Background: an optimization exercise with open tools, aiming at small area. Do not read the settings as production practice. The RTL was checked by simulation tests, not by an equivalence proof against the original design. The flow treats the clock pin as an ideal source, which a real chip does not have.

== run 1 ==
==> flow/design.v <==
`default_nettype none
module memcpy_job_queue #(
  parameter int ADDR_WIDTH     = 64,
  parameter int DEPTH_LOG2     = 2,
  parameter int DONE_GUARD     = 2,
  parameter int TIMEOUT_CYCLES = 1048576
) (
  input  logic                  clk,
  input  logic                  rst,
  input  logic                  job_valid,
  output logic                  job_ready,
  input  logic [ADDR_WIDTH-1:0] job_src_addr,
  input  logic [ADDR_WIDTH-1:0] job_tgt_addr,
  input  logic [63:0]           job_len,
  input  logic [7:0]            job_tag,
  output logic [ADDR_WIDTH-1:0] memcpy_src_addr,
  output logic [ADDR_WIDTH-1:0] memcpy_tgt_addr,
  output logic [63:0]           memcpy_len,
  output logic                  memcpy_start,
  input  logic                  memcpy_done,
  output logic                  cmpl_valid,
  input  logic                  cmpl_ready,
  output logic [7:0]            cmpl_tag,
  output logic [1:0]            cmpl_status,
  output logic [DEPTH_LOG2:0]   queue_level,
  output logic                  busy,
  output logic [31:0]           cmpl_count
);
  localparam int                  DEPTH      = 1 << DEPTH_LOG2;
  localparam logic [DEPTH_LOG2:0] FULL_LEVEL = (DEPTH_LOG2+1)'(DEPTH);
  localparam logic [1:0] ST_OK      = 2'b00;
  localparam logic [1:0] ST_ZERO    = 2'b01;
  localparam logic [1:0] ST_TIMEOUT = 2'b10;
  localparam logic [2:0] S_IDLE      = 3'b000;
  localparam logic [2:0] S_LAUNCH    = 3'b001;
  localparam logic [2:0] S_ARM       = 3'b010;
  localparam logic [2:0] S_WAIT_DONE = 3'b011;
  localparam logic [2:0] S_COMPLETE  = 3'b100;
  logic [2:0] state, state_next;
  localparam int W = 2*ADDR_WIDTH + 64;
  logic [W-1:0]          fifo_dat [DEPTH];
  logic [7:0]            fifo_tag [DEPTH];
  logic [DEPTH-1:0]      fifo_zero;
  logic [DEPTH_LOG2-1:0] wr_ptr;
  logic [DEPTH-1:0]      rd_oh;      
  logic [DEPTH_LOG2:0]   level_next;
  logic                  push, pop, load;
  logic [DEPTH-1:0]      pop_sel, op_sel;
  logic        job_zero_q;    
  logic [7:0]  job_tag_q;
  logic        guard_done;
  logic        timeout;
  logic        enter_cmpl;
  logic [1:0]  status_next;
  logic s_idle, s_launch, s_wait, s_cmpl;
  assign s_idle   = (state == S_IDLE);
  assign s_launch = (state == S_LAUNCH);
  assign s_wait   = (state == S_WAIT_DONE);
  assign s_cmpl   = (state == S_COMPLETE);
  assign push       = job_valid & job_ready;
  assign pop        = s_idle && (queue_level != '0);
  assign load       = |op_sel;
  assign level_next = queue_level + (DEPTH_LOG2+1)'(push) - (DEPTH_LOG2+1)'(pop);
  assign cmpl_valid = s_cmpl;
  assign busy       = !s_idle || (queue_level != '0);
  assign memcpy_start = s_launch && !job_zero_q;
  always_ff @(posedge clk) begin
    if (push) begin
      fifo_dat[wr_ptr]  <= {job_src_addr, job_tgt_addr, job_len};
      fifo_tag[wr_ptr]  <= job_tag;
      fifo_zero[wr_ptr] <= (job_len == '0);
    end
  end
  always_ff @(posedge clk) begin
    job_zero_q <= !load;
  end
  logic             op_hold, op_keep;
  logic [DEPTH-1:0] op_take;
  logic [W-1:0]     op_next;
  logic [7:0]       tag_next;
  always_comb begin
    pop_sel = rd_oh & {DEPTH{pop}};
    op_sel  = pop_sel & ~fifo_zero;    
    op_hold = !(|op_sel);
    op_take = op_sel & {DEPTH{!rst}};
    op_keep = op_hold && !rst;
    op_next = (({W{op_take[0]}} & fifo_dat[0]) | ({W{op_take[1]}} & fifo_dat[1])
               | ({W{op_take[2]}} & fifo_dat[2]))
            | (({W{op_take[3]}} & fifo_dat[3])
               | ({W{op_keep}} & {memcpy_src_addr, memcpy_tgt_addr, memcpy_len}));
    tag_next = (({8{pop_sel[0]}} & fifo_tag[0]) | ({8{pop_sel[1]}} & fifo_tag[1])
                | ({8{pop_sel[2]}} & fifo_tag[2]))
             | (({8{pop_sel[3]}} & fifo_tag[3]) | ({8{!pop}} & job_tag_q));
  end
  always_ff @(posedge clk) begin
    {memcpy_src_addr, memcpy_tgt_addr, memcpy_len} <= op_next;
    job_tag_q <= tag_next;
  end
  always_ff @(posedge clk) begin
    if (rst) begin
      wr_ptr      <= '0;
      rd_oh       <= DEPTH'(1);
      queue_level <= '0;
      job_ready   <= 1'b0;
    end else begin
      if (push) wr_ptr <= wr_ptr + DEPTH_LOG2'(1);
      if (pop)  rd_oh  <= {rd_oh[DEPTH-2:0], rd_oh[DEPTH-1]};
      queue_level <= level_next;
      job_ready   <= (level_next != FULL_LEVEL);
    end
  end
  logic [19:0] to_lfsr;
  always_ff @(posedge clk) begin
    if (s_launch) to_lfsr <= '0;
    else          to_lfsr <= {~to_lfsr[18:0], to_lfsr[19] ^ to_lfsr[16]};
  end
  assign guard_done = to_lfsr[1];
  assign timeout    = s_wait && (to_lfsr == '0);
  always_comb begin
    state_next  = state;
    status_next = ST_OK;
    enter_cmpl  = 1'b0;
    case (state)
      S_IDLE: begin
        if (pop) state_next = S_LAUNCH;
      end
      S_LAUNCH: begin
        if (job_zero_q) begin
          status_next = ST_ZERO;
          state_next  = S_COMPLETE;
          enter_cmpl  = 1'b1;
        end else begin
          state_next  = S_ARM;
        end
      end
      S_ARM: begin
        if (guard_done) state_next = S_WAIT_DONE;
      end
      S_WAIT_DONE: begin
        if (memcpy_done) begin
          status_next = ST_OK;
          state_next  = S_COMPLETE;
          enter_cmpl  = 1'b1;
        end else if (timeout) begin
          status_next = ST_TIMEOUT;
          state_next  = S_COMPLETE;
          enter_cmpl  = 1'b1;
        end
      end
      S_COMPLETE: begin
        if (cmpl_ready) state_next = S_IDLE;
      end
      default: state_next = S_IDLE;
    endcase
  end
  always_ff @(posedge clk) begin
    if (rst) state <= S_IDLE;
    else     state <= state_next;
  end
  logic [31:0] cnt_all;    
  logic [31:0] cnt_next;
  logic        cnt_inc;
  assign cnt_inc    = s_cmpl && cmpl_ready;
  assign cnt_all[0] = 1'b1;
  for (genvar i = 1; i < 32; i++) begin : g_cnt_all
    assign cnt_all[i] = cnt_all[i-1] & cmpl_count[i-1];
  end
  assign cnt_next = cmpl_count ^ ({32{cnt_inc}} & cnt_all);
  always_ff @(posedge clk) begin
    if (rst) begin
      cmpl_tag    <= '0;
      cmpl_status <= '0;
      cmpl_count  <= '0;
    end else begin
      if (enter_cmpl) begin
        cmpl_tag    <= job_tag_q;
        cmpl_status <= status_next;
      end
      cmpl_count <= cnt_next;
    end
  end
endmodule
`default_nettype wire
export LEC_CHECK = 0
export CAP_MARGIN = 20
export CORE_MARGIN = 2
export CORE_UTILIZATION = 65
export CTS_BUF_LIST = sky130_fd_sc_hd__clkbuf_16
export CTS_CLUSTER_DIAMETER = 200
export CTS_CLUSTER_SIZE = 34
export SLEW_MARGIN = 20
create_clock -name core_clock -period 5.0 [get_ports {clk}]
standard.sh (not shown) runs the stock make flow with config.mk's settings and CLKGATE_MAP_FILE= SYNTH_SCRIPT=/design/flow/synth_recipe.tcl, a recipe that flattens the netlist after the stock synthesis.
==> flow/flow/run.sh <==
#!/bin/bash
# Layout flow: the standard flow (standard.sh) with changes that only
# affect cell area:
#  - synthesis maps the logic with the area-oriented ABC script flow/abc_area.script
#    (registers, their names and cell types are those of the standard synthesis);
#  - the port buffers are the smallest buffer cell, sky130_fd_sc_hd__buf_1;
#  - clock-tree synthesis clusters up to 34 sinks per clkbuf_16 leaf buffer and
#    adds no dummy loads.
# Each step's full output goes to a log file in this folder (and ORFS's own
# per-step logs under orfs/logs/).
set -euo pipefail
rm -rf scripts_area
cp -r "$FLOW_HOME/scripts" scripts_area
cp flow/abc_area.script scripts_area/abc_speed.script
bash standard.sh SCRIPTS_DIR="$PWD/scripts_area" synth > synth.log 2>&1
export BUFFER_PORTS_ARGS="-buffer_cell sky130_fd_sc_hd__buf_1"
export CTS_ARGS="-sink_clustering_enable -repair_clock_nets -sink_clustering_size 34 -sink_clustering_max_diameter 200 -buf_list sky130_fd_sc_hd__clkbuf_16 -dont_use_dummy_load"
bash standard.sh > layout.log 2>&1
==> flow/flow/abc_area.script <==
&get -n
&st
&dch
&nf -R 1000 -p
&put
Run 1 | status: complete | timing, DRC, antenna: pass
Edits applied to the flow inputs when going from run 1 to run 2:
# run 1
export LEC_CHECK = 0
export CAP_MARGIN = 20
export CORE_MARGIN = 2
export CORE_UTILIZATION = 65
export CTS_BUF_LIST = sky130_fd_sc_hd__clkbuf_16
export CTS_CLUSTER_DIAMETER = 200
export CTS_CLUSTER_SIZE = 34
export SLEW_MARGIN = 20
create_clock -name core_clock -period 5.0 [get_ports {clk}]
# run 2
export LEC_CHECK = 0
export CAP_MARGIN = 20
export CORE_MARGIN = 2
export CORE_UTILIZATION = 65
export CTS_BUF_LIST = sky130_fd_sc_hd__clkbuf_16
export CTS_CLUSTER_DIAMETER = 200
export CTS_CLUSTER_SIZE = 30
export SLEW_MARGIN = 20
create_clock -name core_clock -period 5.0 [get_ports {clk}]
==> flow/flow/run.sh <==
#!/bin/bash
# Layout flow: the standard flow (standard.sh) with changes that only
# affect cell area:
#  - synthesis maps the logic with the area-oriented ABC script flow/abc_area.script
#    (registers, their names and cell types are those of the standard synthesis);
#  - the port buffers are the smallest buffer cell, sky130_fd_sc_hd__buf_1;
#  - clock-tree synthesis clusters up to 30 sinks per clkbuf_16 leaf buffer and
#    adds no dummy loads.
# Each step's full output goes to a log file in this folder (and ORFS's own
# per-step logs under orfs/logs/).
set -euo pipefail
rm -rf scripts_area
cp -r "$FLOW_HOME/scripts" scripts_area
cp flow/abc_area.script scripts_area/abc_speed.script
bash standard.sh SCRIPTS_DIR="$PWD/scripts_area" synth > synth.log 2>&1
export BUFFER_PORTS_ARGS="-buffer_cell sky130_fd_sc_hd__buf_1"
export CTS_ARGS="-sink_clustering_enable -repair_clock_nets -sink_clustering_size 30 -sink_clustering_max_diameter 200 -buf_list sky130_fd_sc_hd__clkbuf_16 -dont_use_dummy_load"
bash standard.sh > layout.log 2>&1
==> run notes <==
The detail-routed net length per standard cell of run 1 and that of run 2 are within noise of each other. Taking run 1 as the reference, in run 2 global-route usage level; sequential share of layout area moved down.
## Diff of input files: run 3 against run 2
# run 2
export LEC_CHECK = 0
export CAP_MARGIN = 20
export CORE_MARGIN = 2
export CORE_UTILIZATION = 65
export CTS_BUF_LIST = sky130_fd_sc_hd__clkbuf_16
export CTS_CLUSTER_DIAMETER = 200
export CTS_CLUSTER_SIZE = 30
export SLEW_MARGIN = 20
create_clock -name core_clock -period 5.0 [get_ports {clk}]
# run 3
export LEC_CHECK = 0
export CAP_MARGIN = 20
export CORE_MARGIN = 2
export CORE_UTILIZATION = 65
export CTS_BUF_LIST = sky130_fd_sc_hd__clkbuf_16
export CTS_CLUSTER_DIAMETER = 200
export CTS_CLUSTER_SIZE = 32
export SLEW_MARGIN = 20
create_clock -name core_clock -period 5.0 [get_ports {clk}]
==> flow/flow/run.sh <==
#!/bin/bash
# Layout flow: the standard flow (standard.sh) with changes that only
# affect cell area:
#  - synthesis maps the logic with the area-oriented ABC script flow/abc_area.script
#    (registers, their names and cell types are those of the standard synthesis);
#  - the port buffers are the smallest buffer cell, sky130_fd_sc_hd__buf_1;
#  - clock-tree synthesis clusters up to 32 sinks per clkbuf_16 leaf buffer and
#    adds no dummy loads.
# Each step's full output goes to a log file in this folder (and ORFS's own
# per-step logs under orfs/logs/).
set -euo pipefail
rm -rf scripts_area
cp -r "$FLOW_HOME/scripts" scripts_area
cp flow/abc_area.script scripts_area/abc_speed.script
bash standard.sh SCRIPTS_DIR="$PWD/scripts_area" synth > synth.log 2>&1
export BUFFER_PORTS_ARGS="-buffer_cell sky130_fd_sc_hd__buf_1"
export CTS_ARGS="-sink_clustering_enable -repair_clock_nets -sink_clustering_size 32 -sink_clustering_max_diameter 200 -buf_list sky130_fd_sc_hd__clkbuf_16 -dont_use_dummy_load"
bash standard.sh > layout.log 2>&1
[summary]
Utilization of the core after routing delta (run 2 -> run 3): insignificant. Against run 2 as the reference, run 3 delivers a lower final hold slack. Looking at run 3 and run 2, the cell area after layout is a wash. Any difference in first-pass GRT wire length between run 3 and run 2 is small enough to ignore.

## separate check: timing with driven ports
The results above use ideal ports. As a check the final layouts listed here were re-extracted and re-timed, cells and wires unchanged. Step 1 assumes that a clkbuf_16 drives the clock port and a buf_2 every other input. Step 2, shift: input delay + t, output delay - t, t = (earliest + latest rising clock arrival at the registers) / 2. This alone moves slack from input paths to output paths. a / b / c = no drivers / after step 1 / after step 2; a / b = the first two.
run	t (ns)	slack for setup (ns)	pins driven straight from the clock port
run 1	0.650	0.337 / 0.337 / -0.096	1
run 2	0.657	0.371 / 0.371 / -0.104	1
run 3	0.647	0.354 / 0.354 / -0.099	1
Met with ideal ports but missed after step 2: setup timing in every run listed. For run 2, which loses most, drivers alone change the setup slack by 0.000 ns; drivers and shift together by -0.475 ns.
